What follows belongs to an exercise in optimizing a design on an open flow for a short achievable clock period and few clock cycles; a production flow would make more cautious choices.
Where RTL was checked, it was by simulation tests only, not by an equivalence proof against the original.
For runs 1, 3 and 4, only the layout was checked, not whether the RTL still works.
Power figures rest on the tool's default switching activity, not on a simulated workload.

`flow/run.sh`:
```
#!/bin/bash
# synth_recipe.tcl (not shown) runs the flow's synth.tcl, then flattens the netlist and writes it again
# the make line also repeats each setting of config.mk as NAME=value (left out here)
make -C /OpenROAD-flow-scripts/flow DESIGN_CONFIG=/design/flow/config.mk WORK_HOME=/design/flow/orfs CLKGATE_MAP_FILE= SYNTH_SCRIPT=/design/flow/synth_recipe.tcl finish
```
`flow/config.mk`:
```
export PLATFORM = sky130hd
export DESIGN_NAME = cpuCore
export DESIGN_NICKNAME = cpuCore
export VERILOG_FILES = /design/flow/design.v
export SDC_FILE = /design/flow/constraint.sdc
export NUM_CORES = 4
export LEC_CHECK = 0
export ABC_CLOCK_PERIOD_IN_PS = 2500
export CAP_MARGIN = 20
export CORE_MARGIN = 2
export CORE_UTILIZATION = 40
export SETUP_SLACK_MARGIN = 5
export SLEW_MARGIN = 20
```
`flow/constraint.sdc`:
```
create_clock -name core_clock -period 8.5 [get_ports {clock}]
set_input_delay 1.7000 -clock core_clock [delete_from_list [all_inputs] [get_ports {clock}]]
set_output_delay 1.7000 -clock core_clock [all_outputs]
set_load 0.01 [all_outputs]
```
`flow/design.v`:
```
`timescale 1ns/100ps
package isaPkg;
	typedef logic [32-1:0]    word_t;
	typedef logic [5-1:0] regIndex_t;
	typedef enum logic [5:0] {
		OP_SPECIAL = 6'h00,  
		OP_J       = 6'h02,
		OP_BEQ     = 6'h04,
		OP_BNE     = 6'h05,
		OP_ADDIU   = 6'h09,
		OP_ORI     = 6'h0d,
		OP_LUI     = 6'h0f,
		OP_LW      = 6'h23,
		OP_SW      = 6'h2b
	} opcode_t;
	typedef enum logic [5:0] {
		FN_ADDU = 6'h21,
		FN_SUBU = 6'h23,
		FN_AND  = 6'h24,
		FN_OR   = 6'h25,
		FN_SLT  = 6'h2a
	} funct_t;
	typedef struct packed {
		regIndex_t  rd;
		logic [4:0] shamt;
		funct_t     funct;
	} rTypeLow_t;
	typedef union packed {
		rTypeLow_t   rType;
		logic [15:0] immediate;
	} lowHalf_t;
	typedef struct packed {
		opcode_t   opcode;
		regIndex_t rs;
		regIndex_t rt;
		lowHalf_t  low;
	} instrFields_t;
	typedef enum logic [2:0] {ALU_ADD, ALU_SUB, ALU_AND, ALU_OR, ALU_SLT, ALU_UPPER} aluOp_t;
endpackage
`timescale 1ns/100ps
package pipePkg;
	typedef struct packed {
		logic [32-1:0] instruction;  
		logic [32-1:0] pcPlus4;
	} fetchBundle_t;
	typedef struct packed {
		logic      regWrite;
		logic      memRead;        
		logic      memWrite;       
		logic      useImmediate;   
		logic      isBranch;
		logic      branchOnEqual;  
		logic      isJump;
		logic      isFlow;         
		logic [2:0] aluOp;
		logic [5-1:0] dest;
		logic [5-1:0] rs;
		logic [5-1:0] rt;
		logic [32-1:0] operandA;       
		logic [32-1:0] operandB;       
		logic [32-1:0] immediate;      
		logic [32-1:0] pcPlus4;
		logic [32-1:0] jumpTarget;
	} execBundle_t;
	typedef struct packed {
		logic      regWrite;
		logic [5-1:0] dest;
		logic [32-1:0] value;
	} writeBundle_t;
	typedef struct packed {
		logic  resolve;  
		logic  taken;
		logic [32-1:0] target;
	} redirect_t;
	typedef struct packed {
		logic  read;
		logic  write;    
		logic [32-1:0] address;
		logic [32-1:0] writeData;
	} dataRequest_t;
endpackage
`timescale 1ns/100ps
module registerFile (
	input  logic        clock,
	input  logic        reset,
	input  logic [4:0]  readIndexA,
	input  logic [4:0]  readIndexB,
	output logic [31:0] readDataA,
	output logic [31:0] readDataB,
	input  logic        writeEnable,   
	input  logic [4:0]  writeIndex,
	input  logic [31:0] writeValue
);
	logic [31:0] regs [1:31];
	always_ff @(posedge clock) begin
		if (reset) begin
			for (int i = 1; i < 32; i++) regs[i] <= '0;
		end else if (writeEnable) begin
			regs[writeIndex] <= writeValue;
		end
	end
	assign readDataA = (readIndexA == 5'd0) ? '0 : regs[readIndexA];
	assign readDataB = (readIndexB == 5'd0) ? '0 : regs[readIndexB];
endmodule
`timescale 1ns/100ps
module cpuCore (
	input  logic                  clock,
	input  logic                  reset,
	output isaPkg::word_t         fetchAddress,
	input  isaPkg::word_t         instruction,
	output logic                  dataRead,
	output logic                  dataWrite,     
	output isaPkg::word_t         dataAddress,
	output isaPkg::word_t         dataWriteData,
	input  isaPkg::word_t         readData
);
	localparam int BTB_N = 4;
	logic [29:0] pc;
	logic [BTB_N-1:0]       btbValid;
	logic [BTB_N-1:0][29:0] btbTag;
	logic [BTB_N-1:0][29:0] btbTarget;
	logic [1:0]             btbNext;     
	logic        dValid;
	logic [31:0] dInstr;
	logic [29:0] dPc;
	logic [29:0] dPcPlus4;
	logic        dPredTaken;   
	logic [29:0] dPredTarget;
	logic        exRegWrite;
	logic        exIsLoad;
	logic        exIsStore;
	logic        exIsJump;
	logic        exIsBranch;
	logic        exBranchEq;
	logic        exPredTaken;
	logic        exTargetOk;   
	logic        exOpArith;    
	logic        exOpAnd;
	logic        exOpOr;
	logic        exOpSlt;
	logic        exCarryIn;
	logic [4:0]  exDest;
	logic [31:0] exA;          
	logic [31:0] exB;          
	logic [31:0] exRt;         
	logic [29:0] exPc;
	logic [29:0] exPcPlus4;
	logic [29:0] exTarget;
	logic        memRead;
	logic        memWrite;
	logic        memRegWrite;
	logic [4:0]  memDest;
	logic [31:0] memAlu;
	logic [31:0] memStoreData;
	logic [BTB_N-1:0] btbHitVec;
	logic             btbHit;
	logic [29:0]      btbHitTarget;
	logic [29:0]      pcPlus4;
	assign fetchAddress = {pc, 2'b00};
	assign pcPlus4      = pc + 30'd1;
	always_comb begin
		btbHitTarget = '0;
		for (int i = 0; i < BTB_N; i++) begin
			btbHitVec[i] = btbValid[i] && (btbTag[i] == pc);
			btbHitTarget = btbHitTarget | ({30{btbHitVec[i]}} & btbTarget[i]);
		end
	end
	assign btbHit = |btbHitVec;
	logic [5:0]  op;
	logic [5:0]  fn;
	logic [4:0]  rs;
	logic [4:0]  rt;
	logic [4:0]  rd;
	logic [15:0] imm;
	logic        isSpecial;
	logic        rAdd, rSub, rAnd, rOr, rSlt, rAlu;
	logic        isJ, isBeq, isBne, isBr, isAddiu, isOri, isLui, isLw, isSw;
	logic        usesRs, usesRt, useImm, invertB, writesReg;
	logic [4:0]  dDest;
	logic        dRegWrite;
	logic [31:0] immValue;
	logic [29:0] branchTarget;
	logic [29:0] jumpTarget;
	logic [29:0] flowTarget;
	logic        dRedirect;    
	logic        loadUse;
	logic        stall;
	logic        exMispredict;
	logic [29:0] exRedirectPc;
	assign op  = dInstr[31:26];
	assign rs  = dInstr[25:21];
	assign rt  = dInstr[20:16];
	assign rd  = dInstr[15:11];
	assign fn  = dInstr[5:0];
	assign imm = dInstr[15:0];
	assign isSpecial = (op == 6'h00);
	assign rAdd      = isSpecial && (fn == 6'h21);
	assign rSub      = isSpecial && (fn == 6'h23);
	assign rAnd      = isSpecial && (fn == 6'h24);
	assign rOr       = isSpecial && (fn == 6'h25);
	assign rSlt      = isSpecial && (fn == 6'h2a);
	assign rAlu      = rAdd | rSub | rAnd | rOr | rSlt;
	assign isJ       = (op == 6'h02);
	assign isBeq     = (op == 6'h04);
	assign isBne     = (op == 6'h05);
	assign isBr      = isBeq | isBne;
	assign isAddiu   = (op == 6'h09);
	assign isOri     = (op == 6'h0d);
	assign isLui     = (op == 6'h0f);
	assign isLw      = (op == 6'h23);
	assign isSw      = (op == 6'h2b);
	assign writesReg = rAlu | isAddiu | isOri | isLui | isLw;
	assign usesRs    = rAlu | isBr | isAddiu | isOri | isLw | isSw;
	assign usesRt    = rAlu | isBr | isSw;
	assign useImm    = isAddiu | isOri | isLui | isLw | isSw;
	assign invertB   = rSub | rSlt;
	assign dDest     = isSpecial ? rd : rt;
	assign dRegWrite = writesReg && (dDest != 5'd0);
	always_comb begin
		if (isLui)      immValue = {imm, 16'h0000};
		else if (isOri) immValue = {16'h0000, imm};
		else            immValue = {{16{imm[15]}}, imm};
	end
	assign branchTarget = dPcPlus4 + {{14{imm[15]}}, imm};
	assign jumpTarget   = {dPcPlus4[29:26], dInstr[25:0]};
	assign flowTarget   = isJ ? jumpTarget : branchTarget;
	logic [31:0] rfA;
	logic [31:0] rfB;
	logic [31:0] memValue;
	logic        memValueWrite;
	assign memValue      = memRead ? readData : memAlu;
	registerFile regFile (
		.clock      (clock),
		.reset      (reset),
		.readIndexA (rs),
		.readIndexB (rt),
		.readDataA  (rfA),
		.readDataB  (rfB),
		.writeEnable(memRegWrite),
		.writeIndex (memDest),
		.writeValue (memValue)
	);
	logic [31:0] aluResult;
	logic        fwdMemA, fwdMemB, fwdExA, fwdExB;
	logic [31:0] baseA, baseB;
	logic [31:0] nextA, nextB, nextRt;
	assign fwdMemA = memRegWrite && (memDest == rs);
	assign fwdMemB = memRegWrite && (memDest == rt);
	assign fwdExA  = exRegWrite && (exDest == rs);
	assign fwdExB  = exRegWrite && (exDest == rt);
	assign baseA   = fwdMemA ? memValue : rfA;
	assign baseB   = fwdMemB ? memValue : rfB;
	assign nextA  = (fwdExA && !isLui) ? aluResult : (isLui ? 32'd0 : baseA);
	assign nextB  = (fwdExB && !useImm) ? (aluResult ^ {32{invertB}})
		: (useImm ? immValue : (baseB ^ {32{invertB}}));
	assign nextRt = fwdExB ? aluResult : baseB;
	assign loadUse = exIsLoad && (((exDest == rs) && usesRs) || ((exDest == rt) && usesRt));
	assign stall   = dValid && loadUse;
	assign dRedirect = dValid && !dPredTaken && (isJ || (isBr && imm[15]));
	logic [31:0] sum;
	logic        sltBit;
	logic        operandsEqual;
	logic        exTaken;
	assign sum    = exA + exB + {31'd0, exCarryIn};
	assign sltBit = (exA[31] == exB[31]) ? exA[31] : sum[31];  
	assign aluResult = ({32{exOpArith}} & sum)
		| ({32{exOpAnd}} & (exA & exB))
		| ({32{exOpOr}}  & (exA | exB))
		| {31'd0, exOpSlt & sltBit};
	assign operandsEqual = (exA == exRt);
	assign exTaken       = exIsJump || (exIsBranch && (operandsEqual == exBranchEq));
	assign exMispredict  = (exTaken != exPredTaken) || (exTaken && !exTargetOk);
	assign exRedirectPc  = exTaken ? exTarget : exPcPlus4;
	logic [BTB_N-1:0] exBtbMatch;
	always_comb begin
		for (int i = 0; i < BTB_N; i++) exBtbMatch[i] = btbValid[i] && (btbTag[i] == exPc);
	end
	always_ff @(posedge clock) begin
		if (reset) begin
			btbValid <= '0;
			btbNext  <= '0;
		end else if (exIsJump || exIsBranch) begin
			if (exTaken) begin
				if (exBtbMatch == '0) begin
					btbValid[btbNext]  <= 1'b1;
					btbTag[btbNext]    <= exPc;
					btbTarget[btbNext] <= exTarget;
					btbNext            <= btbNext + 2'd1;
				end
			end else begin
				btbValid <= btbValid & ~exBtbMatch;
			end
		end
	end
	always_ff @(posedge clock) begin
		if (reset) begin
			pc <= '0;
		end else if (exMispredict) begin
			pc <= exRedirectPc;
		end else if (stall) begin
			pc <= pc;
		end else if (dRedirect) begin
			pc <= flowTarget;
		end else if (btbHit) begin
			pc <= btbHitTarget;
		end else begin
			pc <= pcPlus4;
		end
	end
	always_ff @(posedge clock) begin
		if (reset || exMispredict) begin
			dValid <= 1'b0;
		end else if (!stall) begin
			dValid <= !dRedirect;
		end
		if (!stall) begin
			dInstr      <= instruction;
			dPc         <= pc;
			dPcPlus4    <= pcPlus4;
			dPredTaken  <= btbHit;
			dPredTarget <= btbHitTarget;
		end
	end
	always_ff @(posedge clock) begin
		if (reset || exMispredict || stall || !dValid) begin
			exRegWrite  <= 1'b0;
			exIsLoad    <= 1'b0;
			exIsStore   <= 1'b0;
			exIsJump    <= 1'b0;
			exIsBranch  <= 1'b0;
			exPredTaken <= 1'b0;
		end else begin
			exRegWrite  <= dRegWrite;
			exIsLoad    <= isLw;
			exIsStore   <= isSw;
			exIsJump    <= isJ;
			exIsBranch  <= isBr;
			exPredTaken <= dPredTaken || dRedirect;
		end
		exTargetOk <= !dPredTaken || (dPredTarget == flowTarget);
		exBranchEq <= isBeq;
		exOpArith  <= rAdd | rSub | isAddiu | isLw | isSw;
		exOpAnd    <= rAnd;
		exOpOr     <= rOr | isOri | isLui;
		exOpSlt    <= rSlt;
		exCarryIn  <= invertB;
		exDest     <= dDest;
		exA        <= nextA;
		exB        <= nextB;
		exRt       <= nextRt;
		exPc       <= dPc;
		exPcPlus4  <= dPcPlus4;
		exTarget   <= flowTarget;
	end
	always_ff @(posedge clock) begin
		if (reset) begin
			memRead     <= 1'b0;
			memWrite    <= 1'b0;
			memRegWrite <= 1'b0;
		end else begin
			memRead     <= exIsLoad;
			memWrite    <= exIsStore;
			memRegWrite <= exRegWrite;
		end
		memDest      <= exDest;
		memAlu       <= aluResult;
		memStoreData <= exRt;
	end
	assign dataRead      = memRead;
	assign dataWrite     = memWrite;
	assign dataAddress   = memAlu;
	assign dataWriteData = memStoreData;
endmodule
```
==> results.txt, run 1 <==
Max Clk Rate between 200 and 300 MHz; Design Area, Final 103,500 sq um; multi-input logic area 39,200 sq um; CP required 9270 ps; Slew Limit Fails 0; CP Capture Point exTargetOk; synth unique cells just over 100; commonest non-fill, non-tap cell in the layout edfxtp_1; area share of fa/ha/maj cells after synthesis 1.452%; nets@finish 7,261; CP Capture Type flip-flop; Yosys Warn Count 2; Finished Core Util 46.57%; Die Y-Extent 477.0 um; largest cells by area after synthesis edfxtp_1 (47%), mux4_2 (17%), dfxtp_1 (7.2%), nor2_1 (5.1%), xnor2_1 (2.4%); critical path type flip-flop to flip-flop; largest net degree at the start of global routing between 90 and 100; number of synthesized flops with an enable pin ~1,400; Pwr Density 198.9 nW/um^2; register area share after synthesis 53.78%; HP Class flip-flop to flip-flop; Hold WS 319.5 ps; xor and xnor area share after synthesis 4.258%; mapped cell area about 89,000 sq um; Async S/R FF share, synth 0%; leading cell types in the layout, fill and taps excluded edfxtp_1 (1,387), nor2_1 (1,196), mux4_2 (676), inv_1 (390), o22ai_1 (265); worst clock skew 50.51 ps; Max-Cap Viols 0; Vias/cell 6.320; multiplexer area fraction after synthesis 19.18%; Yosys top cell by area edfxtp_1; top-area cell type share of the netlist area about 47%; Worst setup SP type flip-flop; Layout area overhead 15.72%; initial antenna violation count 20; Fin Setup TNS 0 ps; Syn Area/Cell 12.61 sq um; vias in the first global route 61,610; Worst Tran Pin Value 1159 ps; simple-gate portion of the synthesized area 9.286%; fraction of layout cells with a size suffix above 1 22.50%; H-tree depth 4; Max FO, Critical Path 3; CTS sink cnt roughly 1,700; Clock Latency Late Sink ~870 ps; Remaining DRCs 0; drt pass-1 iters 6; antenna-violating nets left 0; gr ovfl total 0; unrepaired setup endpoints after global routing true; CTS root buf clkbuf_16; ys flop type edfxtp_1; first-pass GRT wire length between 400,000 and 500,000 um; Clock transition at path regs about 60 ps; Initial Utilization about two fifths; Final Critical Period approximately 3800 ps; Relative slew margins 22.75%; CORE AREA ~220,000 sq um; placed cells 9,749; Iteration-0 DRC Markers 9,938; FF-to-FF End exTargetOk; die area ~230,000 sq um; status timing/DRC/antenna clean; PortBufs 161; Yosys reg bits 1,710; Site Rows ~170; R2R depth 13; CP Launch Point dPcPlus4[0]; wire length per cell 32.38 um; R2R Setup Slk 4680 ps; Finished Layout Cells about 10,000; main combinational cell family by area after synthesis multiplexers; Peak VDD IR 0.0001945 V; GRT Total Usage between 20% and 30%; Hold Buf Count CTS 0; clock tree buffer depth 3; Synth Instances ~7,000; Synth Area in Compound Gates 7.483%; io pins roughly 160; Setup-failing EPs final 0; Reg area 48,290 sq um; CTS tree yes; placer congestion estimate 0.9475; P_leak about 37 nW; Vias around 65,000; DRT Wirelength 331,200 um; final hold violations 0; # fillers 19,680; period utilization 44.92%; cts bufs inserted 186; Placed Area about 94,000 sq um; worst path arrival time around 4600 ps; Worst R2R Start dPcPlus4[0]; Chip Width 477.0 um; Post-DP HPWL ~210,000 um
per-layer routing:
layer	vias up	GRT usage [%]	share of wire [%]
met2	4494	42.19	44
met3	672	8.351	13
met4	14	9.795	4.0
met1	32980	39.09	38
met5	-	0	0.028
li1	26480	-	-
cell families after synthesis:
group,Yosys count
xor+xnor,435
other cells,1
mux,867
simple gates,1929
buf+inv,1034
fa+ha+maj,102
flops,1710
compound gates,1018
synth_stat cells, types with 36 or more instances:
cell         n
nor3_1      48
nor4_1      55
edfxtp_1  1387
xor2_1     186
inv_1      391
nand2_1    286
o22ai_1    266
nand2b_1    83
buf_2       53
o21ai_0    122
a21o_1      36
a21oi_1    223
clkbuf_1   485
nand3_1     64
a211oi_1    62
nor2_1    1204
nand4_1     56
xnor2_1    249
ha_1        99
dfxtp_1    323
a22oi_1     72
mux4_2     676
mux2i_1    168
buf_1       83
per-stage QoR:
stage	setup WS (ps)	power, mW
after floorplan	415.8	11.21
after global placement	3096	12.20
after detailed placement	3110	12.24
after CTS	4627	20.50
after global routing	4589	21.10
final	4682	20.59
how the worst min path moves through the flow:
stage                 start  endpoint  cells past startpoint
floorplan            dPc[0]   exPc[0]                      0
CTS                 dPc[14]  exPc[14]                      0
finish              dPc[14]  exPc[14]                      0
global route        dPc[14]  exPc[14]                      0
global placement    dPc[15]  exPc[15]                      0
detailed placement  dPc[17]  exPc[17]                      0
flip-flops by register name, indices dropped and copies added, names as in the netlist, 5 cells and up, named ones only:
signal	cells
btbTarget	120
exPcPlus4	30
exRt	32
exTarget	30
dInstr	32
dPredTarget	30
dPc	30
dPcPlus4	30
btbTag	120
memAlu	32
exB	32
exDest	5
pc	30
regFile.regs	1024
exPc	30
memStoreData	32
exA	32
memDest	5
cell type report:
class                      instances  area share [%]
antenna                            3        0.007251
clock buffer                     251           4.998
clock inverter                    94          0.9752
inverter                         394           1.440
multi-input combinational       4370           37.86
sequential                      1710           46.64
tap                             2975           3.595
timing repair buffer             431           4.485
report_power, final:
| part | internal [mW] | total (mW) | switching (mW) |
|---|---|---|---|
| registers | 9.35 | 9.68 | 0.334 |
| logic | 1.07 | 2.61 | 1.54 |
| clock network | 4.67 | 8.30 | 3.62 |
| total | 15.1 | 20.6 | 5.50 |
critical path, stage by stage, from the launching register on:
cell      delay (ps)
edfxtp_1         450
ha_2             220
fa_2             340
a211o_1          340
a21oi_2          200
o221ai_2         120
a32o_1           260
a211o_1          240
nor4_2           150
nand4b_1         230
nor4_2           340
nand4_1          180
a2111o_1         430
o41ai_2          230
what timing repair did:
action / 4_1_cts / 5_1_grt
gates resized for setup: 376 / 127
cloned: 26 / 10
setup endpoints to repair: 1365 / 843
setup buffers: 61 / 34
pin swaps: 27 / 34
==> run 2: changes to the inputs <==
--- a/flow/design.v
+++ b/flow/design.v
@@ -116,14 +116,5 @@
 );
-	localparam int BTB_N = 4;
+	localparam int HIST_BITS = 5;    
 	logic [29:0] pc;
-	logic [BTB_N-1:0]       btbValid;
-	logic [BTB_N-1:0][29:0] btbTag;
-	logic [BTB_N-1:0][29:0] btbTarget;
-	logic [1:0]             btbNext;     
-	logic        dValid;
-	logic [31:0] dInstr;
-	logic [29:0] dPc;
-	logic [29:0] dPcPlus4;
-	logic        dPredTaken;   
-	logic [29:0] dPredTarget;
+	logic [(1<<HIST_BITS)-1:0] history;
 	logic        exRegWrite;
@@ -131,3 +122,2 @@
 	logic        exIsStore;
-	logic        exIsJump;
 	logic        exIsBranch;
@@ -135,3 +125,2 @@
 	logic        exPredTaken;
-	logic        exTargetOk;   
 	logic        exOpArith;    
@@ -145,3 +134,3 @@
 	logic [31:0] exRt;         
-	logic [29:0] exPc;
+	logic [HIST_BITS-1:0] exHistIndex;
 	logic [29:0] exPcPlus4;
@@ -154,16 +143,3 @@
 	logic [31:0] memStoreData;
-	logic [BTB_N-1:0] btbHitVec;
-	logic             btbHit;
-	logic [29:0]      btbHitTarget;
-	logic [29:0]      pcPlus4;
-	assign fetchAddress = {pc, 2'b00};
-	assign pcPlus4      = pc + 30'd1;
-	always_comb begin
-		btbHitTarget = '0;
-		for (int i = 0; i < BTB_N; i++) begin
-			btbHitVec[i] = btbValid[i] && (btbTag[i] == pc);
-			btbHitTarget = btbHitTarget | ({30{btbHitVec[i]}} & btbTarget[i]);
-		end
-	end
-	assign btbHit = |btbHitVec;
+	logic [29:0] pcPlus4;
 	logic [5:0]  op;
@@ -184,3 +160,4 @@
 	logic [29:0] flowTarget;
-	logic        dRedirect;    
+	logic        histTaken;
+	logic        predTaken;
 	logic        loadUse;
@@ -189,8 +166,10 @@
 	logic [29:0] exRedirectPc;
-	assign op  = dInstr[31:26];
-	assign rs  = dInstr[25:21];
-	assign rt  = dInstr[20:16];
-	assign rd  = dInstr[15:11];
-	assign fn  = dInstr[5:0];
-	assign imm = dInstr[15:0];
+	assign fetchAddress = {pc, 2'b00};
+	assign pcPlus4      = pc + 30'd1;
+	assign op  = instruction[31:26];
+	assign rs  = instruction[25:21];
+	assign rt  = instruction[20:16];
+	assign rd  = instruction[15:11];
+	assign fn  = instruction[5:0];
+	assign imm = instruction[15:0];
 	assign isSpecial = (op == 6'h00);
@@ -223,5 +202,7 @@
 	end
-	assign branchTarget = dPcPlus4 + {{14{imm[15]}}, imm};
-	assign jumpTarget   = {dPcPlus4[29:26], dInstr[25:0]};
+	assign branchTarget = pcPlus4 + {{14{imm[15]}}, imm};
+	assign jumpTarget   = {pcPlus4[29:26], instruction[25:0]};
 	assign flowTarget   = isJ ? jumpTarget : branchTarget;
+	assign histTaken    = history[pc[HIST_BITS-1:0]];
+	assign predTaken    = isJ || (isBr && (imm[15] || histTaken));
 	logic [31:0] rfA;
@@ -229,4 +210,3 @@
 	logic [31:0] memValue;
-	logic        memValueWrite;
-	assign memValue      = memRead ? readData : memAlu;
+	assign memValue = memRead ? readData : memAlu;
 	registerFile regFile (
@@ -257,4 +237,3 @@
 	assign loadUse = exIsLoad && (((exDest == rs) && usesRs) || ((exDest == rt) && usesRt));
-	assign stall   = dValid && loadUse;
-	assign dRedirect = dValid && !dPredTaken && (isJ || (isBr && imm[15]));
+	assign stall   = loadUse;
 	logic [31:0] sum;
@@ -270,24 +249,10 @@
 	assign operandsEqual = (exA == exRt);
-	assign exTaken       = exIsJump || (exIsBranch && (operandsEqual == exBranchEq));
-	assign exMispredict  = (exTaken != exPredTaken) || (exTaken && !exTargetOk);
+	assign exTaken       = exIsBranch && (operandsEqual == exBranchEq);
+	assign exMispredict  = exTaken != exPredTaken;
 	assign exRedirectPc  = exTaken ? exTarget : exPcPlus4;
-	logic [BTB_N-1:0] exBtbMatch;
-	always_comb begin
-		for (int i = 0; i < BTB_N; i++) exBtbMatch[i] = btbValid[i] && (btbTag[i] == exPc);
-	end
 	always_ff @(posedge clock) begin
 		if (reset) begin
-			btbValid <= '0;
-			btbNext  <= '0;
-		end else if (exIsJump || exIsBranch) begin
-			if (exTaken) begin
-				if (exBtbMatch == '0) begin
-					btbValid[btbNext]  <= 1'b1;
-					btbTag[btbNext]    <= exPc;
-					btbTarget[btbNext] <= exTarget;
-					btbNext            <= btbNext + 2'd1;
-				end
-			end else begin
-				btbValid <= btbValid & ~exBtbMatch;
-			end
+			history <= '0;
+		end else if (exIsBranch) begin
+			history[exHistIndex] <= exTaken;
 		end
@@ -301,6 +266,4 @@
 			pc <= pc;
-		end else if (dRedirect) begin
+		end else if (predTaken) begin
 			pc <= flowTarget;
-		end else if (btbHit) begin
-			pc <= btbHitTarget;
 		end else begin
@@ -310,17 +273,3 @@
 	always_ff @(posedge clock) begin
-		if (reset || exMispredict) begin
-			dValid <= 1'b0;
-		end else if (!stall) begin
-			dValid <= !dRedirect;
-		end
-		if (!stall) begin
-			dInstr      <= instruction;
-			dPc         <= pc;
-			dPcPlus4    <= pcPlus4;
-			dPredTaken  <= btbHit;
-			dPredTarget <= btbHitTarget;
-		end
-	end
-	always_ff @(posedge clock) begin
-		if (reset || exMispredict || stall || !dValid) begin
+		if (reset || exMispredict || stall) begin
 			exRegWrite  <= 1'b0;
@@ -328,3 +277,2 @@
 			exIsStore   <= 1'b0;
-			exIsJump    <= 1'b0;
 			exIsBranch  <= 1'b0;
@@ -335,20 +283,18 @@
 			exIsStore   <= isSw;
-			exIsJump    <= isJ;
 			exIsBranch  <= isBr;
-			exPredTaken <= dPredTaken || dRedirect;
+			exPredTaken <= isBr && predTaken;
 		end
-		exTargetOk <= !dPredTaken || (dPredTarget == flowTarget);
-		exBranchEq <= isBeq;
-		exOpArith  <= rAdd | rSub | isAddiu | isLw | isSw;
-		exOpAnd    <= rAnd;
-		exOpOr     <= rOr | isOri | isLui;
-		exOpSlt    <= rSlt;
-		exCarryIn  <= invertB;
-		exDest     <= dDest;
-		exA        <= nextA;
-		exB        <= nextB;
-		exRt       <= nextRt;
-		exPc       <= dPc;
-		exPcPlus4  <= dPcPlus4;
-		exTarget   <= flowTarget;
+		exBranchEq  <= isBeq;
+		exOpArith   <= rAdd | rSub | isAddiu | isLw | isSw;
+		exOpAnd     <= rAnd;
+		exOpOr      <= rOr | isOri | isLui;
+		exOpSlt     <= rSlt;
+		exCarryIn   <= invertB;
+		exDest      <= dDest;
+		exA         <= nextA;
+		exB         <= nextB;
+		exRt        <= nextRt;
+		exHistIndex <= pc[HIST_BITS-1:0];
+		exPcPlus4   <= pcPlus4;
+		exTarget    <= branchTarget;
 	end
==> run 2 against run 1 <==
Against the previous run:
- still clean on timing, DRC and antenna
- combinational power fell by 2%
- clock power fell by 24%
- first-iteration DRC count fell by 29%
- hold slack improved by 54 ps
- clock-buffer cell count fell by 50
- sequential cell count fell by 375
- die area fell by 22%
- sequential share of layout area fell by 2.0 points
- synthesized area fell by 23%
- sequential power fell by 22%
- clock skew fell by 9.6 ps
- register-to-register slack improved by 280 ps
==> results.txt, run 2 <==
cts bufs inserted 147 (-21%); PortBufs 161 (unchanged); Fin Setup TNS 0 ps (unchanged); Yosys Warn Count 2 (unchanged); wire length per cell 32.17 um (-0.66%); register area share after synthesis 53.33% (-0.45 points); largest cells by area after synthesis edfxtp_1 (44%), mux4_2 (21%), dfxtp_1 (9.0%), nor2_1 (6.6%), ha_1 (1.9%); DRT Wirelength 253,800 um (-23%); list of most frequent post-synthesis cells nor2_1 (1,210), edfxtp_1 (1,024), mux4_2 (643), clkbuf_1 (322), dfxtp_1 (311); CTS tree yes; Max Clk Rate 271.7 MHz (+3.7%); unrepaired setup endpoints after global routing true; Worst setup SP type input port; synth unique cells 92 (-8.9%); period utilization 43.30% (-1.6 points); Yosys reg bits 1,335 (-22%); Peak VDD IR 0.0002110 V (+8.5%); Clock Latency Late Sink 810 ps (-60 ps); CP cell instances buf_16 -> buf_16 -> buf_12 -> buf_16 -> mux4_2 -> mux4_2 -> mux2i_4 -> nor2_4 -> o22ai_2 -> buf_6 -> nand2_2 -> o211ai_1; mapped cell area 69,340 sq um (-23%); final hold violations 0 (unchanged); worst path arrival time 4320 ps (-260 ps); Layout area overhead 19.70%; drt pass-1 iters 9 (+3); Site Rows 152 (-12%); Final Critical Period 3681 ps (-137.3 ps); io pins 164 (unchanged); Placed Area 73,670 sq um (-22%); worst clock skew 40.88 ps (-9.626 ps); most frequent CP cell buf_16; antenna-violating nets left 0 (unchanged); CORE AREA 171,900 sq um (-23%); Die Y-Extent 420.3 um (-12%); Pwr Density 197.1 nW/um^2 (-0.91%); number of synthesized flops with an enable pin 1,024 (-26%); Async S/R FF share, synth 0% (unchanged); status timing/DRC/antenna clean; first-pass GRT wire length 357,100 um (-23%); most common cell in the netlist nor2_1; GRT Total Usage 28.30% (+0.075 points); largest net degree at the start of global routing 65 (-29%); Design Area, Final 83,000 sq um (-20%); H-tree depth 4 (unchanged); Worst Tran Pin Value 1126 ps (-33.02 ps); Initial Utilization 40.33% (+0.082 points); Chip Width 420.3 um (-12%); Top reg by flops regFile.regs; placer congestion estimate 0.9056 (-4.4%); Relative slew margins 24.79% (+2.0 points); Yosys top cell by area edfxtp_1; die area 176,700 sq um (-22%); initial antenna violation count 7 (-65%); Setup-failing EPs final 0 (unchanged); nets@finish 5,632 (-22%); Vias 50,280 (-22%); Vias/cell 6.373 (+0.84%); leading cell types in the layout, fill and taps excluded nor2_1 (1,189), edfxtp_1 (1,024), mux4_2 (643), dfxtp_1 (266), buf_4 (185); clock tree buffer depth 3 (unchanged); CTS sink cnt 1,335 (-22%); commonest non-fill, non-tap cell in the layout nor2_1; critical path type input port to flip-flop; Worst path max stage delay 650 ps (+200 ps); max reg flops 1,024 (unchanged); Remaining DRCs 0 (unchanged); ys flop type edfxtp_1; top-area cell type share of the netlist area 44.35% (-2.2 points); CTS root buf clkbuf_16; # fillers 14,820 (-25%); Max-Cap Viols 0 (unchanged); Slew Limit Fails 0 (unchanged); Max FO, Critical Path 6 (+3); vias in the first global route 48,310 (-22%); HP Class flip-flop to flip-flop; P_leak 29.20 nW (-20%); fraction of layout cells with a size suffix above 1 28.25% (+5.8 points); gr ovfl total 0 (unchanged); Hold Buf Count CTS 0 (unchanged); CP max stage cell mux4_2; Iteration-0 DRC Markers 7,032 (-29%); Synth Instances 5,331 (-25%); Syn Area/Cell 13.01 sq um (+3.2%); Clock transition at path regs 60 ps (about the same); Post-DP HPWL 149,200 um (-28%); CP required 9140 ps (-130 ps); CP Capture Type flip-flop
-- run 2: cell count changes in the layout (fill, tap and decap cells not counted), sizes merged, moves of 51 or more --
cell    delta
edfxtp   -363
mux2i     -54
inv      -245
a21oi     -92
o22ai    -221
clkbuf    -51
nand2b    -67
xor2     -123
xnor2    -175
-- run 2: power by group --
part	internal, mW	switching [mW]
logic	1.07	1.48
clock network	3.52	2.77
registers	7.31	0.216
total	11.9	4.46
-- run 2: repair_timing --
item	4_1_cts	5_1_grt
pin swaps	62	91
cloned	44	6
gates resized for setup	445	175
setup buffers	81	58
setup endpoints to repair	1097	231
-- run 2: final timing paths --
| check | start | end | slack, ps | cells past startpoint |
|---|---|---|---|---|
| worst max-delay path | instruction[16] | exB[8] | 4820 | 12 |
| worst min register to register | exRt[6] | memStoreData[6] | 370 | 0 |
| worst min-delay path | exRt[6] | memStoreData[6] | 370 | 0 |
| worst max register to register | pc[0] | pc[28] | 4960 | 16 |
-- run 2: through the flow --
| step | setup WS (ps) | utilization, % | hold slack (ps) | cells | power, mW |
|---|---|---|---|---|---|
| after global placement | 2888 | 42.77 | 373.6 | 7428 | 9.794 |
| after floorplan | 4431 | - | 348.7 | 5332 | 9.007 |
| final | 4819 | 48.28 | 373.3 | 7889 | 16.36 |
| after detailed placement | 2917 | 42.85 | 367.3 | 7432 | 9.827 |
| after global routing | 4777 | 48.27 | 376.6 | 7888 | 16.75 |
| after CTS | 4873 | 47.49 | 366.9 | 7824 | 16.23 |
-- run 2: kinds of logic after synthesis --
| group | count (synthesis) | synth area share, % |
|---|---|---|
| simple gates | 1746 | 10.40 |
| xor+xnor | 137 | 1.752 |
| buf+inv | 629 | 3.721 |
| mux | 767 | 22.69 |
| fa+ha+maj | 106 | 1.945 |
| other cells | 1 | 0.005408 |
| compound gates | 610 | 6.159 |
| flops | 1335 | 53.33 |
-- run 2: layout make-up --
class	instances	area, sq um	area share [%]
tap	2310	2890	3.482
sequential	1335	37060	44.65
inverter	151	581.8	0.7010
multi-input combinational	3373	32400	39.04
timing repair buffer	452	5478	6.600
clock buffer	201	4028	4.853
clock inverter	66	558.0	0.6724
antenna	1	2.502	0.003015
-- run 2: layer usage --
metal / up-vias / GRT usage, % / part of all wire (%)
met2: 3450 / 44.29 / 46
met3: 642 / 6.858 / 12
met5: - / 0 / 0.016
met4: 6 / 12.85 / 5.3
met1: 25760 / 37.32 / 37
li1: 20420 / - / -
-- run 2: critical path: cells and delay by family --
kind / cells / cell delay [ps]
buf+inv: 5 / 750
simple gates: 2 / 120
compound gates: 2 / 330
mux: 3 / 1410
Testbench counts of run 2, summed over its fixed seeds: cycles 29,046.
==> run 3: changes to the inputs <==
--- a/flow/design.v
+++ b/flow/design.v
@@ -94,6 +94,14 @@
 	logic [31:0] regs [1:31];
+	logic [31:1] written;
+	logic [31:0] selA;          
+	logic [31:0] selB;
 	always_ff @(posedge clock) begin
 		if (reset) begin
-			for (int i = 1; i < 32; i++) regs[i] <= '0;
+			written <= '0;
 		end else if (writeEnable) begin
+			written[writeIndex] <= 1'b1;
+		end
+	end
+	always_ff @(posedge clock) begin
+		if (writeEnable) begin
 			regs[writeIndex] <= writeValue;
@@ -101,4 +109,16 @@
 	end
-	assign readDataA = (readIndexA == 5'd0) ? '0 : regs[readIndexA];
-	assign readDataB = (readIndexB == 5'd0) ? '0 : regs[readIndexB];
+	always_comb begin
+		selA = '0;
+		selB = '0;
+		for (int i = 1; i < 32; i++) begin
+			selA[i] = (readIndexA == 5'(i)) && written[i];
+			selB[i] = (readIndexB == 5'(i)) && written[i];
+		end
+		readDataA = '0;
+		readDataB = '0;
+		for (int i = 1; i < 32; i++) begin
+			readDataA = readDataA | ({32{selA[i]}} & regs[i]);
+			readDataB = readDataB | ({32{selB[i]}} & regs[i]);
+		end
+	end
 endmodule
@@ -202,3 +222,21 @@
 	end
-	assign branchTarget = pcPlus4 + {{14{imm[15]}}, imm};
+	logic [16:0] targetLow;
+	logic [13:0] targetHigh;
+	logic [13:0] pcHighUp;
+	logic [13:0] pcHighDown;
+	assign targetLow  = {1'b0, pcPlus4[15:0]} + {1'b0, imm};
+	always_comb begin
+		for (int i = 0; i < 14; i++) begin
+			pcHighUp[i]   = pcPlus4[16+i] ^ ((pcPlus4[16 +: 14] & ((14'd1 << i) - 14'd1)) == ((14'd1 << i) - 14'd1));
+			pcHighDown[i] = pcPlus4[16+i] ^ ((pcPlus4[16 +: 14] & ((14'd1 << i) - 14'd1)) == 14'd0);
+		end
+	end
+	always_comb begin
+		case ({imm[15], targetLow[16]})
+			2'b01:   targetHigh = pcHighUp;
+			2'b10:   targetHigh = pcHighDown;
+			default: targetHigh = pcPlus4[29:16];
+		endcase
+	end
+	assign branchTarget = {targetHigh, targetLow[15:0]};
 	assign jumpTarget   = {pcPlus4[29:26], instruction[25:0]};
@@ -242,3 +280,5 @@
 	logic        exTaken;
-	assign sum    = exA + exB + {31'd0, exCarryIn};
+	logic [32:0] sumWide;
+	assign sumWide = {exA, 1'b1} + {exB, exCarryIn};
+	assign sum     = sumWide[32:1];
 	assign sltBit = (exA[31] == exB[31]) ? exA[31] : sum[31];  
==> flow/flow/run.sh (new file) <==
#!/bin/bash
set -euo pipefail
cd "$(dirname "${BASH_SOURCE[0]}")/.."
MARGIN=5.6
sed "s|CLKGATE_MAP_FILE= |CLKGATE_MAP_FILE= SETUP_SLACK_MARGIN=${MARGIN} |" standard.sh > standard_margin.sh
grep -q "SETUP_SLACK_MARGIN=${MARGIN}" standard_margin.sh
bash standard_margin.sh > make.log 2>&1
==> flow/standard.sh (new file) <==
#!/bin/bash
# synth_recipe.tcl (not shown) runs the flow's synth.tcl, then flattens the netlist and writes it again
# the make line also repeats each setting of config.mk as NAME=value (left out here)
make -C /OpenROAD-flow-scripts/flow DESIGN_CONFIG=/design/flow/config.mk WORK_HOME=/design/flow/orfs CLKGATE_MAP_FILE= SYNTH_SCRIPT=/design/flow/synth_recipe.tcl "${@:-finish}"
--- a/flow/config.mk
+++ b/flow/config.mk
@@ -11,3 +11,2 @@
 export CORE_UTILIZATION = 40
-export SETUP_SLACK_MARGIN = 5
 export SLEW_MARGIN = 20
removed: flow/run.sh
==> run 3 against run 2 <==
Against the previous run:
- non-clock buffer count up 524
- critical endpoint is now pc[22]
- still clean
- largest cell class unchanged
- clock-buffer cell count decreased by 30
- utilization grew 7.6 points
- global-route usage up 13 points
- cell count down 2.1%
- design area down 0.21%
- die area decreased by 14%
- sequential cell count fell by 1
==> results.txt, run 3 <==
die area 152,800 sq um (-14%); Worst setup SP type input port; Clock transition at path regs 60 ps (about the same); GRT Total Usage 41.47% (+13 points); register area share after synthesis 61.21% (+7.9 points); cts bufs inserted 140 (-4.8%); DRT Wirelength 332,200 um (+31%); clock tree buffer depth 3 (unchanged); Reg area 36,900 sq um (-0.43%); Async S/R FF share, synth 0% (unchanged); HP Class flip-flop to flip-flop; max reg flops 992 (-3.1%); # fillers 11,630 (-22%); synth unique cells 86 (-6.5%); Finished Core Util 55.89% (+7.6 points); placer congestion estimate 1.004 (+11%); fin worst setup slack 3655 ps (-1164 ps); mapped cell area 59,860 sq um (-14%); P_leak 30.50 nW (+4.5%); Vias 58,480 (+16%); Max-Cap Viols 0 (unchanged); H-tree depth 4 (unchanged); CP Capture Type flip-flop; vias in the first global route 53,140 (+10%); worst path arrival time 5560 ps (+1240 ps); first-pass GRT wire length 435,300 um (+22%); Max FO, Critical Path 3 (-3); CORE AREA 148,200 sq um (-14%); Vias/cell 7.573 (+19%); Iteration-0 DRC Markers 13,590 (+93%); Syn Area/Cell 12.21 sq um (-6.1%); most common cell in the netlist edfxtp_1; dpl ws 1722 ps (-1195 ps); top-area cell type share of the netlist area 49.77% (+5.4 points); Final Critical Period 4845 ps (+1164 ps); status timing/DRC/antenna clean; Post-DP HPWL 167,700 um (+12%); Relative slew margins 22.55% (-2.2 points); CTS root buf clkbuf_16; gr ovfl total 0 (unchanged); ys flop type edfxtp_1; antenna-violating nets left 0 (unchanged); Hold WS 356.9 ps (-16.46 ps); Yosys top cell by area edfxtp_1; Clock Latency Late Sink 850 ps (+40 ps); nets@finish 5,819 (+3.3%); Layout area overhead 38.36%; Fin Setup TNS 0 ps (unchanged); Peak VDD IR 0.0001457 V (-31%); multi-input logic area 27,070 sq um (-16%); fraction of layout cells with a size suffix above 1 37.58% (+9.3 points); unrepaired setup endpoints after global routing true; CTS sink cnt 1,334 (-0.075%); Yosys Warn Count 2 (unchanged); leading cell types in the layout, fill and taps excluded edfxtp_1 (992), buf_4 (424), a22oi_1 (343), buf_6 (254), a22o_1 (249); Hold Buf Count CTS 0 (unchanged); Chip Width 390.8 um (-7.0%); initial antenna violation count 21 (+14); CP required 9220 ps (+80 ps); Synth Instances 4,903 (-8.0%); Slew Limit Fails 0 (unchanged); Worst Tran Pin Value 1162 ps (+36.13 ps); io pins 164 (unchanged); Max Clk Rate 206.4 MHz (-24%); total power 13.91 mW (-15%); PortBufs 161 (unchanged); largest cells by area after synthesis edfxtp_1 (50%), dfxtp_1 (11%), a22oi_1 (5.0%), a221oi_1 (3.9%), a22o_1 (3.7%); critical path type input port to flip-flop; commonest non-fill, non-tap cell in the layout edfxtp_1; Yosys reg bits 1,334 (-0.075%); Die Y-Extent 390.8 um (-7.0%); Setup-failing EPs final 0 (unchanged); Remaining DRCs 0 (unchanged); drt pass-1 iters 15 (+6); wire length per cell 43.02 um (+34%); Top reg by flops regFile.regs; worst clock skew 37.67 ps (-3.218 ps); Pwr Density 168.0 nW/um^2 (-15%); list of most frequent post-synthesis cells edfxtp_1 (992), a22oi_1 (401), dfxtp_1 (342), clkbuf_1 (335), nor2_1 (291); Initial Utilization 40.39% (+0.061 points); largest net degree at the start of global routing 88 (+35%); number of synthesized flops with an enable pin 992 (-3.1%); CTS tree yes; Site Rows 141 (-7.2%); final hold violations 0 (unchanged); period utilization 57.00% (+14 points)
-- run 3: changes by cell type in the layout (fill, tap and decap cells not counted), moves of 236 or more --
cell	previous run	this run
a22o_1	4	249
a22oi_1	27	343
nor2_1	1189	242
buf_4	185	424
buf_6	18	254
mux4_2	643	10
-- run 3: logic make-up (layout without fill, tap and decap cells) --
family | after synthesis | count (layout) | synth area share (%)
XOR/XNOR | 178 | 178 | 2.628
adder cells (fa/ha/maj) | 100 | 100 | 2.115
AO/OA/AOI/OAI | 1560 | 1560 | 19.73
other | 1 | 25 | 0.006265
AND/OR/NAND/NOR | 1158 | 1171 | 9.687
flip-flops | 1334 | 1334 | 61.21
multiplexers | 67 | 67 | 1.424
buffers and inverters | 505 | 1357 | 3.204
-- run 3: worst max-delay path, stage by stage --
cell	delay, ps
buf_12	100
ha_4	150
fa_2	340
a21o_1	200
a21oi_2	180
o21ai_2	90
a31o_4	270
a221oi_4	270
a21oi_2	100
o21a_1	220
nor2_4	110
ha_4	180
buf_6	120
nand2_4	40
nor3_2	160
or4bb_1	440
a32oi_1	230
o311ai_2	150
mux2i_1	180
nor2_1	70
o221a_2	250
-- run 3: final cells by class --
class	count	area share, %
Sequential cell	1334	44.55
Multi-Input combinational cell	3078	32.68
Timing Repair Buffer	976	13.54
Clock buffer	171	4.495
Tap cell	1930	2.916
Clock inverter	87	1.138
Inverter	122	0.5907
Antenna cell	23	0.06949
Timing Repair inverter	1	0.01964
-- run 3: metrics by stage --
| stage | instances | instance area [sq um] |
|---|---|---|
| 6_report | 7722 | 82820 |
| 5_1_grt | 7702 | 82770 |
| 4_1_cts | 7522 | 79210 |
| 3_5_place_dp | 6763 | 65450 |
| 3_3_place_gp | 6763 | 65450 |
| 2_1_floorplan | 4904 | 62780 |
-- run 3: path summary, 6_finish.rpt --
check / from / endpoint / slack [ps] / cells past startpoint
setup / recovery: instruction[0] / pc[22] / 3660 / 21
setup reg to reg: pc[1] / pc[22] / 3790 / 23
hold reg to reg: exRt[25] / memStoreData[25] / 360 / 0
hold / removal: exRt[25] / memStoreData[25] / 360 / 0
-- run 3: per-layer routing --
layer | share of wire (%) | up-vias | GRT usage (%)
met1 | 31 | 27870 | 46.88
met5 | 0.50 | - | 8.166
met2 | 39 | 6775 | 56.82
li1 | - | 21240 | -
met4 | 11 | 52 | 33.32
met3 | 18 | 2540 | 22.39
-- run 3: power breakdown --
part | internal [mW] | switching (mW) | total [mW]
Sequential | 6.94 | 0.0310 | 6.97
Combinational | 0.237 | 0.333 | 0.570
Clock | 3.53 | 2.84 | 6.37
Total | 10.7 | 3.21 | 13.9
-- run 3: repair_timing --
item                       in CTS  in global routing
setup endpoints to repair     342                999
gates cloned                   26                  6
gates resized for setup      1607                433
pin swaps                     303                336
setup buffers                 475                171
==> run 4: changes to the inputs <==
--- a/flow/design.v
+++ b/flow/design.v
@@ -93,6 +93,4 @@
 );
-	logic [31:0] regs [1:31];
-	logic [31:1] written;
-	logic [31:0] selA;          
-	logic [31:0] selB;
+	logic [31:0] regs [0:31];   
+	logic [31:0] written;       
 	always_ff @(posedge clock) begin
@@ -100,3 +98,3 @@
 			written <= '0;
-		end else if (writeEnable) begin
+		end else if (writeEnable && writeIndex != 5'd0) begin
 			written[writeIndex] <= 1'b1;
@@ -105,3 +103,3 @@
 	always_ff @(posedge clock) begin
-		if (writeEnable) begin
+		if (writeEnable && writeIndex != 5'd0) begin
 			regs[writeIndex] <= writeValue;
@@ -109,16 +107,4 @@
 	end
-	always_comb begin
-		selA = '0;
-		selB = '0;
-		for (int i = 1; i < 32; i++) begin
-			selA[i] = (readIndexA == 5'(i)) && written[i];
-			selB[i] = (readIndexB == 5'(i)) && written[i];
-		end
-		readDataA = '0;
-		readDataB = '0;
-		for (int i = 1; i < 32; i++) begin
-			readDataA = readDataA | ({32{selA[i]}} & regs[i]);
-			readDataB = readDataB | ({32{selB[i]}} & regs[i]);
-		end
-	end
+	assign readDataA = (written[readIndexA] && readIndexA != 5'd0) ? regs[readIndexA] : '0;
+	assign readDataB = (written[readIndexB] && readIndexB != 5'd0) ? regs[readIndexB] : '0;
 endmodule
@@ -138,2 +124,3 @@
 	logic [29:0] pc;
+	logic [29:0] pcPlus4;
 	logic [(1<<HIST_BITS)-1:0] history;
@@ -156,5 +143,9 @@
 	logic [29:0] exPcPlus4;
+	logic [29:0] exPcPlus8;    
 	logic [29:0] exTarget;
+	logic [29:0] exTargetPlus4;
 	logic        memRead;
 	logic        memWrite;
+	logic [31:0] memAddress;
+	logic        memLoadValue;  
 	logic        memRegWrite;
@@ -163,3 +154,2 @@
 	logic [31:0] memStoreData;
-	logic [29:0] pcPlus4;
 	logic [5:0]  op;
@@ -187,3 +177,2 @@
 	assign fetchAddress = {pc, 2'b00};
-	assign pcPlus4      = pc + 30'd1;
 	assign op  = instruction[31:26];
@@ -222,25 +211,31 @@
 	end
-	logic [16:0] targetLow;
-	logic [13:0] targetHigh;
-	logic [13:0] pcHighUp;
-	logic [13:0] pcHighDown;
-	assign targetLow  = {1'b0, pcPlus4[15:0]} + {1'b0, imm};
-	always_comb begin
-		for (int i = 0; i < 14; i++) begin
-			pcHighUp[i]   = pcPlus4[16+i] ^ ((pcPlus4[16 +: 14] & ((14'd1 << i) - 14'd1)) == ((14'd1 << i) - 14'd1));
-			pcHighDown[i] = pcPlus4[16+i] ^ ((pcPlus4[16 +: 14] & ((14'd1 << i) - 14'd1)) == 14'd0);
-		end
-	end
+	logic [30:0] branchTargetPlus4Wide;
+	logic [29:0] branchTargetPlus4;
+	logic [29:0] jumpTargetPlus4;
+	logic [29:0] flowTargetPlus4;
+	assign branchTarget          = pcPlus4 + {{14{imm[15]}}, imm};
+	assign branchTargetPlus4Wide = {pcPlus4, 1'b1} + {{14{imm[15]}}, imm, 1'b1};
+	assign branchTargetPlus4     = branchTargetPlus4Wide[30:1];
+	assign jumpTarget            = {pcPlus4[29:26], instruction[25:0]};
+	assign jumpTargetPlus4       = {pcPlus4[29:26], instruction[25:0] + 26'd1};
+	assign flowTarget            = isJ ? jumpTarget : branchTarget;
+	assign flowTargetPlus4       = isJ ? jumpTargetPlus4 : branchTargetPlus4;
+	assign histTaken             = history[pcPlus4[HIST_BITS-1:0]];
+	logic        exArithWrite;
+	logic [31:0] sumZeroBits;
+	logic        sumIsZero;
+	logic        outcomeKnown;
+	logic        knownEqual;
+	assign exArithWrite = exRegWrite && exOpArith && !exIsLoad;
 	always_comb begin
-		case ({imm[15], targetLow[16]})
-			2'b01:   targetHigh = pcHighUp;
-			2'b10:   targetHigh = pcHighDown;
-			default: targetHigh = pcPlus4[29:16];
-		endcase
+		sumZeroBits[0] = !(exA[0] ^ exB[0] ^ exCarryIn);
+		for (int i = 1; i < 32; i++)
+			sumZeroBits[i] = !(exA[i] ^ exB[i] ^ (exA[i-1] | exB[i-1]));
 	end
-	assign branchTarget = {targetHigh, targetLow[15:0]};
-	assign jumpTarget   = {pcPlus4[29:26], instruction[25:0]};
-	assign flowTarget   = isJ ? jumpTarget : branchTarget;
-	assign histTaken    = history[pc[HIST_BITS-1:0]];
-	assign predTaken    = isJ || (isBr && (imm[15] || histTaken));
+	assign sumIsZero    = &sumZeroBits;
+	assign outcomeKnown = (rs == rt)
+		|| ((rt == 5'd0) && (exDest == rs) && exArithWrite)
+		|| ((rs == 5'd0) && (exDest == rt) && exArithWrite);
+	assign knownEqual   = (rs == rt) || sumIsZero;
+	assign predTaken    = isJ || (isBr && (outcomeKnown ? (knownEqual == isBeq) : (imm[15] || histTaken)));
 	logic [31:0] rfA;
@@ -248,3 +243,3 @@
 	logic [31:0] memValue;
-	assign memValue = memRead ? readData : memAlu;
+	assign memValue = memLoadValue ? readData : memAlu;
 	registerFile regFile (
@@ -292,2 +287,4 @@
 	assign exRedirectPc  = exTaken ? exTarget : exPcPlus4;
+	logic [29:0] exRedirectPcPlus4;
+	assign exRedirectPcPlus4 = exTaken ? exTargetPlus4 : exPcPlus8;
 	always_ff @(posedge clock) begin
@@ -301,11 +298,16 @@
 		if (reset) begin
-			pc <= '0;
+			pc      <= '0;
+			pcPlus4 <= 30'd1;
 		end else if (exMispredict) begin
-			pc <= exRedirectPc;
+			pc      <= exRedirectPc;
+			pcPlus4 <= exRedirectPcPlus4;
 		end else if (stall) begin
-			pc <= pc;
+			pc      <= pc;
+			pcPlus4 <= pcPlus4;
 		end else if (predTaken) begin
-			pc <= flowTarget;
+			pc      <= flowTarget;
+			pcPlus4 <= flowTargetPlus4;
 		end else begin
-			pc <= pcPlus4;
+			pc      <= pcPlus4;
+			pcPlus4 <= pcPlus4 + 30'd1;
 		end
@@ -336,5 +338,7 @@
 		exRt        <= nextRt;
-		exHistIndex <= pc[HIST_BITS-1:0];
-		exPcPlus4   <= pcPlus4;
-		exTarget    <= branchTarget;
+		exHistIndex   <= pcPlus4[HIST_BITS-1:0];
+		exPcPlus4     <= pcPlus4;
+		exPcPlus8     <= pcPlus4 + 30'd1;
+		exTarget      <= branchTarget;
+		exTargetPlus4 <= branchTargetPlus4;
 	end
@@ -342,9 +346,11 @@
 		if (reset) begin
-			memRead     <= 1'b0;
-			memWrite    <= 1'b0;
-			memRegWrite <= 1'b0;
+			memRead      <= 1'b0;
+			memWrite     <= 1'b0;
+			memLoadValue <= 1'b0;
+			memRegWrite  <= 1'b0;
 		end else begin
-			memRead     <= exIsLoad;
-			memWrite    <= exIsStore;
-			memRegWrite <= exRegWrite;
+			memRead      <= exIsLoad;
+			memWrite     <= exIsStore;
+			memLoadValue <= exIsLoad && exRegWrite;
+			memRegWrite  <= exRegWrite;
 		end
@@ -352,2 +358,3 @@
 		memAlu       <= aluResult;
+		memAddress   <= sum;           
 		memStoreData <= exRt;
@@ -356,3 +363,3 @@
 	assign dataWrite     = memWrite;
-	assign dataAddress   = memAlu;
+	assign dataAddress   = memAddress;
 	assign dataWriteData = memStoreData;
==> flow/flow/run.sh (replaced) <==
#!/bin/bash
# The standard layout (standard.sh) with two make variables added on its command line:
set -euo pipefail
cd "$(dirname "${BASH_SOURCE[0]}")/.."
MARGIN=${MARGIN:-5.6}
EXTRA="SETUP_SLACK_MARGIN=${MARGIN} 'BUFFER_PORTS_ARGS=-buffer_cell sky130_fd_sc_hd__buf_4'"
sed "s|CLKGATE_MAP_FILE= |CLKGATE_MAP_FILE= ${EXTRA} |" standard.sh > standard_tuned.sh
grep -q "SETUP_SLACK_MARGIN=${MARGIN}" standard_tuned.sh
bash standard_tuned.sh > make.log 2>&1
--- a/flow/config.mk
+++ b/flow/config.mk
@@ -7,3 +7,2 @@
 export LEC_CHECK = 0
-export ABC_CLOCK_PERIOD_IN_PS = 2500
 export CAP_MARGIN = 20
==> run 4 against run 3 <==
Against the previous run:
- fmax up 33%
- via count is 0.10% lower
- design area is 16% higher
- largest cell class unchanged
- still clean
- combinational power grew to 4.2 times the previous value
- sequential power is 13% higher
- critical path depth down 9
- clock skew grew 4.3 ps
==> results.txt, run 4 <==
max reg flops 1,024 (+3.2%); CP max stage cell or4_4; Hold Buf Count CTS 0 (unchanged); HP Start exRt[17]; fraction of layout cells with a size suffix above 1 39.99% (+2.4 points); Worst Tran Pin Value 1186 ps (+24.27 ps); Vias/cell 6.716 (-11%); Site Rows 156 (+11%); drt pass-1 iters 8 (-7); Worst setup SP type input port; GRT Total Usage 31.76% (-9.7 points); list of most frequent post-synthesis cells edfxtp_1 (1,024), dfxtp_1 (461), mux4_2 (408), a21oi_1 (339), nor2_1 (330); Finished Core Util 53.25% (-2.6 points); Die Y-Extent 429.7 um (+9.9%); Clock Latency Late Sink 840 ps (about the same); CP cell instances buf_16 -> or4_4 -> nor4_4 -> nand2_2 -> a21oi_4 -> or4b_4 -> and3_4 -> buf_12 -> buf_4 -> o21ai_4 -> a221oi_2 -> a21bo_2; register area share after synthesis 55.16% (-6.0 points); Slew Limit Fails 0 (unchanged); DR WL met2 134,700 um (+3.7%); mapped cell area 72,470 sq um (+21%); Async S/R FF share, synth 0% (unchanged); placer congestion estimate 0.9709 (-3.3%); total power 17.34 mW (+25%); first-pass GRT wire length 419,300 um (-3.7%); Chip Width 429.7 um (+9.9%); Pwr Density 180.6 nW/um^2 (+7.5%); cts bufs inserted 156 (+11%); commonest non-fill, non-tap cell in the layout edfxtp_1; die area 184,600 sq um (+21%); Max-Cap Viols 0 (unchanged); R2R Setup Slk 4890 ps (+1100 ps); met3 routed WL 38,320 um (-35%); vias in the first global route 55,330 (+4.1%); most common cell in the netlist edfxtp_1; CP Capture Type flip-flop; Worst R2R Start exA[29]; Synth Instances 5,621 (+15%); Yosys top cell by area edfxtp_1; Top reg by flops regFile.regs; initial antenna violation count 7 (-67%); io pins 164 (unchanged); DRT met1 WL 110,300 um (+6.0%); unrepaired setup endpoints after global routing true; Yosys Warn Count 2 (unchanged); HP Class flip-flop to flip-flop; top-area cell type share of the netlist area 42.43% (-7.3 points); Clock transition at path regs 60 ps (about the same); largest cells by area after synthesis edfxtp_1 (42%), dfxtp_1 (13%), mux4_2 (13%), mux2i_1 (3.6%), a21oi_1 (2.3%); critical path type input port to flip-flop; CTS sink cnt 1,485 (+11%); Yosys reg bits 1,485 (+11%); Syn Area/Cell 12.89 sq um (+5.6%); Max Clk Rate 274.7 MHz (+33%); worst path arrival time 4350 ps (-1210 ps); Reg area 40,190 sq um (+8.9%); Max FO, Critical Path 8 (+5); DRT Wirelength 308,500 um (-7.2%); P_leak 34.37 nW (+13%); max layer used met5; Layout area overhead 32.51%; Fin Setup TNS 0 ps (unchanged); CP required 9200 ps (-20 ps); Iteration-0 DRC Markers 8,949 (-34%); # fillers 14,540 (+25%); FF-to-FF End pcPlus4[15]; CTS tree yes; Worst path max stage delay 590 ps (+150 ps); status timing/DRC/antenna clean; multi-input logic area 36,490 sq um (+35%); gr ovfl total 0 (unchanged); Final Critical Period 3640 ps (-1204 ps); hold path depth 0 (unchanged); worst clock skew 41.95 ps (+4.282 ps); Setup-failing EPs final 0 (unchanged); Post-DP HPWL 164,900 um (-1.7%); CORE AREA 180,400 sq um (+22%); leading cell types in the layout, fill and taps excluded edfxtp_1 (1,024), mux4_2 (408), buf_4 (368), dfxtp_1 (327), nand2_1 (277); clock tree buffer depth 3 (unchanged); wire length per cell 35.46 um (-18%); Worst Hold End memStoreData[17]; number of synthesized flops with an enable pin 1,024 (+3.2%); ys flop type edfxtp_1; Vias 58,420 (-0.10%); synth unique cells 89 (+3.5%); largest net degree at the start of global routing 59 (-33%); R2R depth 13 (-43%); PortBufs 161 (unchanged); H-tree depth 4 (unchanged); Peak VDD IR 0.0001900 V (+30%); period utilization 42.83% (-14 points); antenna-violating nets left 0 (unchanged); Relative slew margins 20.20% (-2.3 points); Remaining DRCs 0 (unchanged); final hold violations 0 (unchanged); CTS root buf clkbuf_16; nets@finish 6,371 (+9.5%); Initial Utilization 40.18% (-0.21 points)
-- run 4: cell types whose count changed in the layout (fill, tap and decap cells not counted), moves of 60 or more --
| cell | change |
|---|---|
| dfxtp_1 | +100 |
| nand2_1 | +74 |
| mux4_2 | +398 |
| mux2i_1 | +230 |
| a22oi_1 | -325 |
| a221oi_1 | -60 |
| a222oi_1 | -63 |
| a22o_1 | -236 |
| nand4_1 | -90 |
| o22ai_1 | +68 |
| a221oi_2 | -176 |
-- run 4: worst max-delay path, delay by kind of cell --
family / cells / cell delay (ps)
and+or+nand+nor: 5 / 1480
AOI/OAI and AO/OA: 4 / 720
buffers and inverters: 3 / 440
-- run 4: cells by family after synthesis --
group / after synthesis / share of synthesized area, %
compound gates: 1431 / 12.92
xor+xnor: 248 / 2.997
fa+ha+maj: 110 / 1.930
buf+inv: 566 / 3.306
flops: 1485 / 55.16
mux: 694 / 16.67
other cells: 1 / 0.005175
simple gates: 1086 / 7.003
-- run 4: report_power, final --
group | internal [mW] | switching (mW)
Combinational | 1.03 | 1.35
Clock | 4.02 | 3.04
Sequential | 7.80 | 0.114
-- run 4: repair_timing --
item,CTS,global route
pin swaps,269,311
endpoints found under the setup margin,1320,1013
cloned,78,16
resized for setup,1204,491
buffers inserted,360,114
-- run 4: routing by layer --
layer	vias up	GRT usage, %
met1	29450	40.96
li1	23330	-
met5	-	0.8847
met2	4479	47.95
met4	6	20.20
met3	1149	7.715
-- run 4: layout make-up --
type,count,area share [%]
tap,2370,3.088
timing repair inverter,1,0.01173
inverter,133,0.5733
multi-input combinational,3596,38.00
clock buffer,198,4.387
clock inverter,89,1.015
antenna,4,0.01042
timing repair buffer,822,11.06
sequential,1485,41.85
-- run 4: worst max-delay path by stage --
stage,startpoint,to,slack [ps],cells past startpoint
after detailed placement,instruction[23],pcPlus4[15],2750,12
after floorplan,instruction[21],pcPlus4[11],4320,13
after global placement,instruction[23],pcPlus4[15],2780,12
final,instruction[23],pc[22],4860,12
after CTS,instruction[23],pcPlus4[15],4990,12
after global routing,instruction[23],pcPlus4[16],4820,13
-- run 4: metrics by stage --
step                area [sq um]  std cells  setup slack, ps  hold WS (ps)
finish                     96030       8698             4860         392.3
global route               96030       8695             4822         387.7
global placement           77110       7837             2780         385.1
floorplan                  74690       5622             4319         348.7
detailed placement         77130       7838             2752         383.2
CTS                        92340       8563             4987         384.2
==> run 5: changes to the inputs <==
--- a/flow/design.v
+++ b/flow/design.v
@@ -219,3 +219,3 @@
 	assign jumpTarget            = {pcPlus4[29:26], instruction[25:0]};
-	assign jumpTargetPlus4       = {pcPlus4[29:26], instruction[25:0] + 26'd1};
+	assign jumpTargetPlus4       = jumpTarget + 30'd1;
 	assign flowTarget            = isJ ? jumpTarget : branchTarget;
==> run 5 against run 4 <==
Against the previous run:
- die area is essentially flat
- setup slack worse by 98 ps
- via count decreased by 5.5%
- clock-buffer cell count rose by 22
- power decreased by 5.6%
- register-to-register slack got worse by 90 ps
- clock skew up 9.3 ps
- fmax shrank 2.6%
- non-clock buffer count decreased by 109
- critical path type unchanged
- critical endpoint is now pcPlus4[16]
==> results.txt, run 5 <==
Yosys Warn Count 2 (unchanged); Site Rows 156 (unchanged); clock tree buffer depth 3 (unchanged); Clock transition at path regs 70 ps (about the same); worst clock skew 51.23 ps (+9.285 ps); top-area cell type share of the netlist area 42.42% (about the same); Setup-failing EPs final 0 (unchanged); CTS tree yes; Final Critical Period 3738 ps (+97.98 ps); worst path arrival time 4420 ps (+70 ps); CP cell instances buf_16 -> xnor2_1 -> nand3_2 -> or4_4 -> a21oi_4 -> buf_6 -> mux2i_4 -> nor2_4 -> buf_12 -> buf_4 -> buf_6 -> a22o_1 -> o21ai_2 -> a211oi_1; placer congestion estimate 0.9734 (+0.26%); Max FO, Critical Path 21 (+13); critical path type input port to flip-flop; Hold Buf Count CTS 0 (unchanged); Initial Utilization 40.19% (about the same); Chip Width 429.7 um (about the same); gr ovfl total 0 (unchanged); Clock Latency Late Sink 830 ps (about the same); final hold violations 0 (unchanged); largest net degree at the start of global routing 75 (+27%); synth unique cells 87 (-2.2%); Worst setup SP type input port; Syn Area/Cell 13.50 sq um (+4.7%); Max Clk Rate 267.5 MHz (-2.6%); Vias/cell 6.601 (-1.7%); Placed Area 77,360 sq um (+0.30%); Slew Limit Fails 0 (unchanged); CP top delay family simple AND/OR/NAND/NOR gates; period utilization 43.98% (+1.2 points); Vias 55,190 (-5.5%); ys flop type edfxtp_1; Top reg by flops regFile.regs; mapped cell area 72,490 sq um (about the same); Peak VDD IR 0.0001543 V (-19%); CP required 9180 ps (-20 ps); Relative slew margins 26.25% (+6.0 points); list of most frequent post-synthesis cells edfxtp_1 (1,024), mux4_2 (536), dfxtp_1 (461), nor2_1 (338), nand2_1 (334); Hold WS 356.6 ps (-35.71 ps); DRT Wirelength 289,000 um (-6.3%); Finished Core Util 52.24% (-1.0 points); die area 184,700 sq um (about the same); CP Launch Point instruction[18]; count of buffer and inverter cells on the critical path 5 (+2); fraction of layout cells with a size suffix above 1 39.86% (-0.13 points); Layout area overhead 29.96%; HP Class flip-flop to flip-flop; PortBufs 161 (unchanged); P_leak 34.27 nW (-0.28%); largest cells by area after synthesis edfxtp_1 (42%), mux4_2 (17%), dfxtp_1 (13%), ha_1 (1.8%), a21oi_1 (1.8%); Yosys reg bits 1,485 (unchanged); CP Capture Type flip-flop; Pwr Density 173.8 nW/um^2 (-3.7%); wire length per cell 34.57 um (-2.5%); drt pass-1 iters 6 (-2); HP Start exRt[3]; register area share after synthesis 55.15% (about the same); initial antenna violation count 13 (+6); fin worst setup slack 4762 ps (-97.98 ps); Worst R2R Start exA[19]; GRT Total Usage 30.49% (-1.3 points); Yosys top cell by area edfxtp_1; Die Y-Extent 429.7 um (about the same); CTS sink cnt 1,485 (unchanged); H-tree depth 4 (unchanged); unrepaired setup endpoints after global routing true; CP max stage cell or4_4; Fin Setup TNS 0 ps (unchanged); Async S/R FF share, synth 0% (unchanged); cts bufs inserted 156 (unchanged); CTS root buf clkbuf_16; antenna-violating nets left 0 (unchanged); leading cell types in the layout, fill and taps excluded edfxtp_1 (1,024), mux4_2 (536), dfxtp_1 (342), buf_4 (310), nand2_1 (293); number of synthesized flops with an enable pin 1,024 (unchanged); R2R Setup Slk 4800 ps (-90 ps); Synth Instances 5,369 (-4.5%); most common cell in the netlist edfxtp_1; Worst Tran Pin Value 1098 ps (-87.68 ps); vias in the first global route 52,740 (-4.7%); status timing/DRC/antenna clean; Remaining DRCs 0 (unchanged); Design Area, Final 94,210 sq um (-1.9%); Worst path max stage delay 540 ps (-50 ps); first-pass GRT wire length 402,200 um (-4.1%); Post-DP HPWL 158,800 um (-3.7%); Max-Cap Viols 0 (unchanged); io pins 164 (unchanged); Iteration-0 DRC Markers 7,557 (-16%); nets@finish 6,021 (-5.5%); dpl ws 2775 ps (+23.30 ps); CORE AREA 180,400 sq um (unchanged); most frequent CP cell buf_6; max reg flops 1,024 (unchanged); commonest non-fill, non-tap cell in the layout edfxtp_1
-- run 5: cell families after synthesis --
group | synth area share, %
AOI/OAI and AO/OA | 10.82
DFF | 55.15
and+or+nand+nor | 7.028
other | 0.005173
xor gates and xnor gates | 2.863
adders and majority gates | 1.930
buffers and inverters | 3.022
muxes | 19.18
-- run 5: worst paths after layout --
check,cells past startpoint,endpoint
max,14,pcPlus4[16]
min reg2reg,0,memStoreData[3]
min,0,memStoreData[3]
max reg2reg,16,pc[11]
-- run 5: power breakdown --
group / switching, mW / internal, mW
Sequential: 0.0605 / 7.71
Clock: 2.99 / 3.91
Combinational: 0.938 / 0.760
-- run 5: metal layers --
layer | global-route usage (%) | vias to the layer above | routed length (um)
met2 | 46.23 | 3929 | 128500
met3 | 6.864 | 811 | 33160
li1 | - | 22220 | -
met5 | 0 | - | 13
met1 | 40.22 | 28230 | 107300
met4 | 17.92 | 2 | 20050
-- run 5: what timing repair did --
item                                    in CTS  in global routing
buffers inserted                           258                107
gates resized for setup                   1063                357
cloned                                      75                  5
endpoints found under the setup margin    1349               1141
hold endpoints to repair                     0                  0
pin swaps                                  203                192
-- run 5: cell type report --
class,count,area [sq um]
well taps,2370,2965
fillers,14670,86140
diodes,12,30.03
flip-flops and latches,1485,40180
inverters,136,558.0
clock buffers,220,4357
multi-input cells,3351,35810
repair inverters,2,15.01
clock inverters,71,784.5
repair buffers,713,9512
-- run 5: metrics by stage --
step	cells	power, mW
3_5_place_dp	7612	9.117
3_3_place_gp	7612	9.112
6_report	8360	16.38
2_1_floorplan	5370	8.781
5_1_grt	8357	16.77
4_1_cts	8236	16.29
-- run 5: worst register-to-register path: cells and delay by family, from the launching register on --
family,cells,cell delay [ps]
AOI/OAI and AO/OA,3,580
and+or+nand+nor,4,1090
adders and majority gates,1,500
buffers and inverters,6,740
xor gates and xnor gates,1,190
DFF,1,420
muxes,1,80
Testbench counts of run 5, summed over its fixed seeds: cycles 28,592.

Re-timed with assumed drivers on the ports (clkbuf_16 on the clock, buf_2 on other inputs), run 5 has 4.581 ns of setup slack against 4.762 ns with ideal ports, and 3.676 ns once port delays also move by the mid clock arrival of 0.905 ns.
